Source: an optimization exercise on an open RTL-to-GDS flow (aim: small area). Production flows keep margins and buffers that such runs may drop. Function was checked by simulation only, so behaviour that the tests miss may differ from the original. Power is estimated from default activity; no workload was simulated.

===== flow/run.sh =====
#!/bin/bash
# synth_recipe.tcl (not shown) runs the flow's synth.tcl, then flattens the netlist and writes it again
# the make line also repeats each setting of config.mk as NAME=value (left out here)
make -C /OpenROAD-flow-scripts/flow DESIGN_CONFIG=/design/flow/config.mk WORK_HOME=/design/flow/orfs CLKGATE_MAP_FILE= SYNTH_SCRIPT=/design/flow/synth_recipe.tcl finish

===== flow/config.mk =====
export PLATFORM = sky130hd
export DESIGN_NAME = speech_synth
export DESIGN_NICKNAME = speech_synth
export VERILOG_FILES = /design/flow/design.v
export SDC_FILE = /design/flow/constraint.sdc
export NUM_CORES = 4
export LEC_CHECK = 0
export CAP_MARGIN = 20
export CORE_MARGIN = 2
export CORE_UTILIZATION = 40
export SLEW_MARGIN = 20

===== flow/constraint.sdc =====
create_clock -name core_clock -period 32.0 [get_ports {clk}]
set_input_delay 6.4000 -clock core_clock [delete_from_list [all_inputs] [get_ports {clk}]]
set_output_delay 6.4000 -clock core_clock [all_outputs]
set_load 0.01 [all_outputs]

===== flow/design.v =====
package speech_pkg;
   localparam int NSTAGES    = 4;
   localparam int SAMPLE_DIV = 20;    
   localparam int SAMPLE_W   = 14;
   localparam int COEF_W     = 10;
   localparam int COEF_FRAC  = 9;
   localparam int OUT_W      = 10;    
   localparam int DATA_W     = 10;
   localparam int ADDR_W     = 3;
   localparam int LFSR_W     = 13;
   localparam int PROD_W = SAMPLE_W + COEF_W;
   localparam int SUM_W  = PROD_W + 1;
   typedef logic [ADDR_W-1:0] addr_t;
   typedef logic [DATA_W-1:0] data_t;
   localparam addr_t REG_ENERGY = 3'd0;
   localparam addr_t REG_PITCH  = 3'd1;
   localparam addr_t REG_K0     = 3'd2;    
   localparam addr_t REG_CMD    = 3'd6;
   localparam addr_t REG_STATUS = 3'd7;
   localparam logic [LFSR_W-1:0] LFSR_SEED = '1;
   typedef logic signed [SAMPLE_W-1:0] sample_t;
   typedef logic signed [COEF_W-1:0]   coef_t;
   typedef logic [7:0]                 energy_t;
   typedef logic [7:0]                 pitch_t;    
   typedef logic signed [OUT_W-1:0]    out_t;
   typedef struct packed {
      energy_t                  energy;
      pitch_t                   pitch;
      coef_t [NSTAGES-1:0]      k;
   } frame_t;
endpackage
`timescale 1ns/10ps
module host_regs (
   input  logic                clk,
   input  logic                reset,
   input  logic                ws,
   input  logic                rs,
   input  speech_pkg::addr_t   addr,
   input  speech_pkg::data_t   dd,
   input  logic                tick,
   output speech_pkg::data_t   dq,
   output logic                rdy,
   output speech_pkg::frame_t  frame,
   output logic                talking,
   output logic                restart
);
   speech_pkg::frame_t shadow;
   speech_pkg::data_t  rd_data;
   speech_pkg::addr_t  k_idx;
   logic               k_sel;
   logic               req_pend;     
   logic               req_start;
   assign k_idx = addr - speech_pkg::REG_K0;
   assign k_sel = (k_idx < speech_pkg::addr_t'(speech_pkg::NSTAGES));
   assign restart = tick & req_pend;
   always_comb begin
      rd_data = '0;
      if (addr == speech_pkg::REG_ENERGY)
         rd_data = speech_pkg::data_t'(shadow.energy);
      else if (addr == speech_pkg::REG_PITCH)
         rd_data = speech_pkg::data_t'(shadow.pitch);
      else if (k_sel)
         case (k_idx[1:0])    
            2'd0:    rd_data = speech_pkg::data_t'(shadow.k[0]);
            2'd1:    rd_data = speech_pkg::data_t'(shadow.k[1]);
            2'd2:    rd_data = speech_pkg::data_t'(shadow.k[2]);
            default: rd_data = speech_pkg::data_t'(shadow.k[3]);
         endcase
      else if (addr == speech_pkg::REG_STATUS)
         rd_data = speech_pkg::data_t'(talking);
   end
   always_ff @(posedge clk) begin
      if (reset) begin
         shadow    <= '0;
         rdy       <= 1'b0;
         talking   <= 1'b0;
         req_pend  <= 1'b0;
         req_start <= 1'b0;
      end else begin
         rdy <= ws | rs;
         if (ws) begin
            if (addr == speech_pkg::REG_ENERGY)
               shadow.energy <= speech_pkg::energy_t'(dd);
            else if (addr == speech_pkg::REG_PITCH)
               shadow.pitch <= speech_pkg::pitch_t'(dd);
            else if (k_sel)
               case (k_idx[1:0])
                  2'd0:    shadow.k[0] <= speech_pkg::coef_t'(dd);
                  2'd1:    shadow.k[1] <= speech_pkg::coef_t'(dd);
                  2'd2:    shadow.k[2] <= speech_pkg::coef_t'(dd);
                  default: shadow.k[3] <= speech_pkg::coef_t'(dd);
               endcase
         end
         if (restart) begin
            talking  <= req_start;
            req_pend <= 1'b0;
         end
         if (ws && addr == speech_pkg::REG_CMD) begin    
            req_pend  <= 1'b1;
            req_start <= dd[0];
         end
      end
   end
   always_ff @(posedge clk) begin
      if (rs)
         dq <= rd_data;
      if (restart && req_start)
         frame <= shadow;
   end
endmodule
`timescale 1ns/10ps
module excitation_gen (
   input  logic                clk,
   input  logic                reset,
   input  speech_pkg::frame_t  frame,
   input  logic                talking,
   input  logic                restart,
   output logic                tick,
   output speech_pkg::sample_t link_fwd,
   output logic                link_tick,
   output logic                link_clear
);
   typedef logic [$clog2(speech_pkg::SAMPLE_DIV)-1:0] div_t;
   div_t                           div_cnt;
   speech_pkg::pitch_t             pulse_cnt;
   logic [speech_pkg::LFSR_W-1:0]  lfsr;
   speech_pkg::sample_t            amp;
   speech_pkg::sample_t            exc;
   assign tick = (div_cnt == div_t'(speech_pkg::SAMPLE_DIV - 1));
   assign amp  = speech_pkg::sample_t'({frame.energy, 4'b0000});    
   always_comb begin
      if (!talking)
         exc = '0;
      else if (frame.pitch == '0)
         exc = lfsr[0] ? amp : -amp;    
      else if (pulse_cnt == '0)
         exc = amp;
      else
         exc = '0;
   end
   always_ff @(posedge clk) begin
      if (reset) begin
         div_cnt   <= '0;
         pulse_cnt <= '0;
         lfsr      <= speech_pkg::LFSR_SEED;
      end else begin
         div_cnt <= tick ? '0 : div_cnt + 1'b1;
         if (tick) begin
            if (talking)    
               lfsr <= {lfsr[0], lfsr[12:4], lfsr[3] ^ lfsr[12],
                        lfsr[2] ^ lfsr[12], lfsr[1] ^ lfsr[0]};
            if (restart)
               pulse_cnt <= '0;
            else if (talking && frame.pitch != '0)
               pulse_cnt <= (pulse_cnt == '0) ? frame.pitch - 1'b1 : pulse_cnt - 1'b1;
         end
      end
   end
   assign link_fwd   = exc;
   assign link_tick  = tick;
   assign link_clear = restart;
endmodule
`timescale 1ns/10ps
module lattice_stage (
   input  logic                 clk,
   input  logic                 reset,
   input  speech_pkg::coef_t    k,
   input  speech_pkg::sample_t  up_fwd,
   input  logic                 up_tick,
   input  logic                 up_clear,
   output speech_pkg::sample_t  up_bwd,
   output speech_pkg::sample_t  dn_fwd,
   output logic                 dn_tick,
   output logic                 dn_clear,
   input  speech_pkg::sample_t  dn_bwd
);
   localparam int W = speech_pkg::SAMPLE_W;
   localparam int S = speech_pkg::SUM_W;
   speech_pkg::sample_t                 b;         
   speech_pkg::sample_t                 f_out;
   speech_pkg::sample_t                 b_next;
   logic signed [speech_pkg::PROD_W-1:0] kb_prod;
   logic signed [speech_pkg::PROD_W-1:0] kf_prod;
   logic signed [speech_pkg::SUM_W-1:0]  f_sum;
   logic signed [speech_pkg::SUM_W-1:0]  b_sum;
   function automatic speech_pkg::sample_t saturate(
      input logic signed [speech_pkg::SUM_W-1:0] v);
      if (v[S-1:W-1] == {(S-W+1){v[S-1]}})
         saturate = v[W-1:0];
      else if (v[S-1])
         saturate = {1'b1, {(W-1){1'b0}}};
      else
         saturate = {1'b0, {(W-1){1'b1}}};
   endfunction
   always_comb begin
      kb_prod = k * b;
      f_sum   = up_fwd - (kb_prod >>> speech_pkg::COEF_FRAC);
      f_out   = saturate(f_sum);
      kf_prod = k * f_out;
      b_sum   = dn_bwd + (kf_prod >>> speech_pkg::COEF_FRAC);
      b_next  = saturate(b_sum);
   end
   always_ff @(posedge clk) begin
      if (reset)
         b <= '0;
      else if (up_tick)
         b <= up_clear ? '0 : b_next;
   end
   assign up_bwd   = b;
   assign dn_fwd   = f_out;
   assign dn_tick  = up_tick;
   assign dn_clear = up_clear;
endmodule
`timescale 1ns/10ps
module sample_out (
   input  logic                clk,
   input  logic                reset,
   input  logic                talking,
   input  speech_pkg::sample_t link_fwd,
   input  logic                link_tick,
   input  logic                link_clear,
   output speech_pkg::sample_t link_bwd,
   output speech_pkg::out_t    dac_out,
   output logic                sample_valid
);
   logic take;
   assign take     = link_tick & talking;
   assign link_bwd = '0;    
   always_ff @(posedge clk) begin
      if (reset)
         sample_valid <= 1'b0;
      else
         sample_valid <= take;
   end
   always_ff @(posedge clk) begin
      if (take)
         dac_out <= link_fwd[speech_pkg::SAMPLE_W-1 -: speech_pkg::OUT_W];
   end
endmodule
`timescale 1ns/10ps
module speech_synth (
   input  logic               clk,
   input  logic               reset,
   input  logic               ws,
   input  logic               rs,
   input  speech_pkg::addr_t  addr,
   input  speech_pkg::data_t  dd,
   output speech_pkg::data_t  dq,
   output logic               rdy,
   output speech_pkg::out_t   dac_out,
   output logic               sample_valid
);
   speech_pkg::frame_t frame;
   logic               talking;
   logic               restart;
   logic               tick;
   speech_pkg::sample_t [speech_pkg::NSTAGES:0] link_fwd;
   speech_pkg::sample_t [speech_pkg::NSTAGES:0] link_bwd;
   logic [speech_pkg::NSTAGES:0]               link_tick;
   logic [speech_pkg::NSTAGES:0]               link_clear;
   host_regs u_host_regs (
      .clk     (clk),
      .reset   (reset),
      .ws      (ws),
      .rs      (rs),
      .addr    (addr),
      .dd      (dd),
      .tick    (tick),
      .dq      (dq),
      .rdy     (rdy),
      .frame   (frame),
      .talking (talking),
      .restart (restart)
   );
   excitation_gen u_excitation_gen (
      .clk        (clk),
      .reset      (reset),
      .frame      (frame),
      .talking    (talking),
      .restart    (restart),
      .tick       (tick),
      .link_fwd   (link_fwd[0]),
      .link_tick  (link_tick[0]),
      .link_clear (link_clear[0])
   );
   for (genvar gi = 0; gi < speech_pkg::NSTAGES; gi++) begin : g_stage
      lattice_stage u_stage (
         .clk      (clk),
         .reset    (reset),
         .k        (frame.k[gi]),
         .up_fwd   (link_fwd[gi]),
         .up_tick  (link_tick[gi]),
         .up_clear (link_clear[gi]),
         .up_bwd   (link_bwd[gi]),
         .dn_fwd   (link_fwd[gi+1]),
         .dn_tick  (link_tick[gi+1]),
         .dn_clear (link_clear[gi+1]),
         .dn_bwd   (link_bwd[gi+1])
      );
   end
   sample_out u_sample_out (
      .clk          (clk),
      .reset        (reset),
      .talking      (talking),
      .link_fwd     (link_fwd[speech_pkg::NSTAGES]),
      .link_tick    (link_tick[speech_pkg::NSTAGES]),
      .link_clear   (link_clear[speech_pkg::NSTAGES]),
      .link_bwd     (link_bwd[speech_pkg::NSTAGES]),
      .dac_out      (dac_out),
      .sample_valid (sample_valid)
   );
endmodule

==> results list <==
- Core footprint: roughly 130000 sq um
- Aggregate global-route resource usage: roughly a fifth
- Summed over all cells, the static leakage comes to between 20 and 30 nW.
* Combinational group share of total power: 3.3%
- Once the clock tree was built, the resizer swapped 0 gates to a different size.
- For the worst setup path, the data arrival time is 28150 ps.
- Per report_power, the clock group accounts for 52.5% of the total.
* Area delta synth->final: 5.63%
* Detailed-placement wirelength estimate: around 110 mm
- For this block, the initial DRC count from the detailed router was ~2200.
- Total setup violations reported at the end of the flow: 0
* Critical Path End Type: flip-flop
- Library cell used as clock root buffer: sky130_fd_sc_hd__clkbuf_16
* Post-route DRC violation count: 0
- The worst setup path is of the reg -> reg kind.
* Worst slew margin relative to its limit: between 20% and 30%
- Routed wire length on met2: between 60 and 70 mm
- The flow ran to the end and the layout has no timing, DRC or antenna violations.
* Switching power: roughly 0.00016 W
- Post-route clock skew: ~41 ps
* Number of routed nets with antenna violations: 0
- CP peak stage delay: between 800 and 900 ps
* RSZ-0062 raised after global routing: no
- Entering global routing, the biggest net connects 87 pins.
- Register bit count reported by yosys: 219
* Antenna violations before repair: 15
- The worst setup path is launched from a flip-flop.
- Clock-pin slew was measured on the worst setup and hold paths at around 60 ps.
- Reported max-cap violation count: 0
* Share of flip-flops with an asynchronous set or reset after synthesis: 0%
- Along the worst path, the maximum fanout reaches 19.
- The design draws 0.000660 W.
- Routed length per instance: ~18 microns
- 39 I/O pins were placed.
- For this design the ratio of total power to cell area is 11.7 nW/um^2.
* Number of buffers added by the clock tree synthesis step: 30
* Sequential Power Share: approximately 44%
* Layout cell share with drive strength beyond 1: under 10%
- Wire length on met1: between 50 and 60 mm
- Clock tree buffer depth: 3
* Post-synth cell types: 103
- At the pin with the least slew margin, the transition time is about 1100 ps.
- Clock net sink count: 219
* Fill cell total of the finished layout: roughly 13000
* First-pass GRT wire length: approximately 220 mm
- CTS tree: built
* Vias in the first global route: 41500
* Standard cell area after detailed placement: between 50000 and 60000 sq um
- Hold violation total from the final report: 0
* Dominant synthesized flop cell: sky130_fd_sc_hd__dfxtp_1
- Number of synthesis warnings: 4
- Number of standard-cell rows in the floorplan: ~130
- Required time at the worst-slack endpoint: roughly 32000 ps
* Worst setup slack after placement: between 4000 and 5000 ps
- Net count after synthesis: between 7000 and 8000
- The clock period could shrink to roughly 28000 ps.
- Across all layers, the routed design uses roughly 40000 vias.
* Metal3 WL: 7.11 mm
- Initial Utilization: 40.4%
- Static timing analysis puts the maximum clock frequency at between 0.03 and 0.04 GHz.
* H-tree depth: 1
* Hold-fix buffers, CTS: 0
- Mapped Area: 53200 sq um
* Setup TNS Final: 0 ps
- Sequential-to-total area share from yosys stat: under 10%
- Each instance of the synthesized netlist takes up on average between 8 and 9 sq um.
- The cell that appears most often on the critical path is sky130_fd_sc_hd__a21oi_1.
- IR analysis of the VDD net gives a maximum drop of 36.4 uV.
- GRT overflow: 0
* Period utilisation layout: 86.6%
- Post-synth EDFFs: 76
- Total internal power: about 0.00050 W
- Post-CTS timing repair inserted 0 buffers for setup.
* Count of nets after finishing: roughly 7300
* Horizontal die dimension: 369 microns
* RD Place Congestion: just under 0.9
* Final Slew Violations: 0
- The die covers between 100000 and 150000 sq um.
- The later pin in the worst-skew pair is clocked with a latency of around 620 ps.
- After detailed routing, the total wire length is 135 mm.
* Switching Share: around 25%
- Buffers placed on the I/O ports in this run total 38.
* Most frequent cells in the layout: sky130_fd_sc_hd__inv_1 (1094), sky130_fd_sc_hd__fa_1 (983), sky130_fd_sc_hd__nand2_1 (755)
* Synthesized netlist cell count: around 5900
* Post-route cell area: ~56000 sq um
- The slowest stage of the critical path belongs to the cell sky130_fd_sc_hd__a21oi_1.
* First-pass DRT Iterations: 6
* Overall die height: roughly 370 microns
* Detailed-route vias per instance: slightly above 5
- Setup WS post-layout: approximately 4300 ps
- The worst hold path belongs to the class reg -> reg.
- Routed signal wires occupy layers up through met5.
* Commonest non-fill, non-tap cell in the layout: sky130_fd_sc_hd__inv_1
* Share of the core filled with cells: between 40 and 50%
[cells in the mapped netlist, types with 49 or more instances]
cell type,number,area (sq um)
sky130_fd_sc_hd__a21oi_1,165,826
sky130_fd_sc_hd__o21a_1,66,495
sky130_fd_sc_hd__mux2i_1,50,500
sky130_fd_sc_hd__inv_1,1094,4110
sky130_fd_sc_hd__nor2_1,252,946
sky130_fd_sc_hd__fa_1,983,19700
sky130_fd_sc_hd__xnor2_1,162,1420
sky130_fd_sc_hd__xor2_1,56,490
sky130_fd_sc_hd__a21o_1,103,773
sky130_fd_sc_hd__clkbuf_1,254,953
sky130_fd_sc_hd__edfxtp_1,76,2280
sky130_fd_sc_hd__dfxtp_1,143,2860
sky130_fd_sc_hd__nand2_1,755,2830
sky130_fd_sc_hd__nand3_1,49,245
sky130_fd_sc_hd__and2_1,439,2750
sky130_fd_sc_hd__nor3_1,63,315
sky130_fd_sc_hd__ha_1,536,6710
sky130_fd_sc_hd__or2_2,54,338
sky130_fd_sc_hd__o21ai_0,125,626
sky130_fd_sc_hd__nand2b_1,87,544
[through the flow]
stage | cells | hold slack (ps)
floorplan | 5942 | 424
global placement | 7513 | 439
detailed placement | 7513 | 442
CTS | 7569 | 446
global route | 7570 | 469
finish | 7574 | 463
[logic make-up (layout without fill, tap and decap cells)]
logic type | Yosys count | in the layout | share of synthesized area (%)
flops | 219 | 219 | 9.68
xor+xnor | 218 | 218 | 3.59
other cells | 0 | 4 | 0
buf+inv | 1375 | 1248 | 9.77
fa+ha+maj | 1520 | 1520 | 49.6
compound gates | 690 | 690 | 8.79
mux | 67 | 67 | 1.58
simple gates | 1853 | 1853 | 16.9
[metal layers]
metal / GRT usage, % / vias to the layer above
li1: - / 18200
met1: 27.2 / 19900
met2: 35.8 / 795
met3: 2.73 / 156
met4: 4.32 / 20
met5: 0 / -
[flip-flops by register name, indices dropped and copies added, names as in the netlist, 5 cells and up]
register                    cells
g_stage.u_stage.b              56
u_excitation_gen.div_cnt        5
u_excitation_gen.lfsr          13
u_excitation_gen.pulse_cnt      8
u_host_regs.dq                 10
u_host_regs.frame              56
u_host_regs.shadow             56
u_sample_out.dac_out           10
[power by group through the flow]
stage	Combinational, W	Clock, W	Sequential (W)
finish	0.0000219	0.000346	0.000292
global route	0.0000237	0.000364	0.000292
CTS	0.0000219	0.000354	0.000292
detailed placement	0.0000218	0	0.000298
global placement	0.0000217	0	0.000298
floorplan	0.0000118	0	0.000297
[area by class of cell]
cell class	count	area [sq um]	share of cell area, %
Antenna cell	4	10.0	0.0178
Clock buffer	40	851	1.51
Clock inverter	16	169	0.301
Inverter	1096	4110	7.33
Sequential cell	219	5140	9.16
Multi-Input combinational cell	4348	42900	76.3
Tap cell	1755	2200	3.91
Timing Repair Buffer	96	818	1.46
[final timing paths]
kind	startpoint	end	slack, ps	cells after the start
worst max-delay path	u_host_regs.frame[9]	g_stage[3].u_stage.b[2]	4300	109
worst max register to register	u_host_regs.frame[9]	g_stage[3].u_stage.b[2]	4300	109
worst min-delay path	u_host_regs.shadow[39]	u_host_regs.frame[39]	460	0
worst min register to register	u_host_regs.shadow[39]	u_host_regs.frame[39]	460	0
[critical path, delay by kind of cell (launching register included)]
kind                     cells  cell delay, ps
AND/OR/NAND/NOR             24            4530
buffers and inverters       12            1850
AO/OA/AOI/OAI               53           12790
adder cells (fa/ha/maj)     18            7480
XOR/XNOR                     2             190
flip-flops                   1             590

-- port drivers added, routing unchanged --
How much do the figures lean on ideal ports? The routed layout below was timed once more, with nothing changed but the port constraints.
Step 1 (the two cells are an assumption about what drives the block):
set clk [get_ports {clk}]
set_driving_cell -lib_cell sky130_fd_sc_hd__clkbuf_16 $clk
set_driving_cell -lib_cell sky130_fd_sc_hd__buf_2 [delete_from_list [all_inputs] $clk]
Step 2 adds t to the input delays and takes it off the output delays; t is the mean of the earliest and latest rising clock arrival at the registers after step 1. Input paths then give back, and output paths get back, about the clock's delay inside the block.
Three values: no drivers, after step 1, after step 2; two values: the first two.
shift t [ns]: 0.671
slack for setup (ns): 4.297 / 4.297 / 4.297
slew at the worst register clock pin (ns): 0.08 / 0.08
After both steps this run still meets setup and hold. For this run, drivers alone change the setup slack by 0.000 ns; drivers and shift together by 0.000 ns.
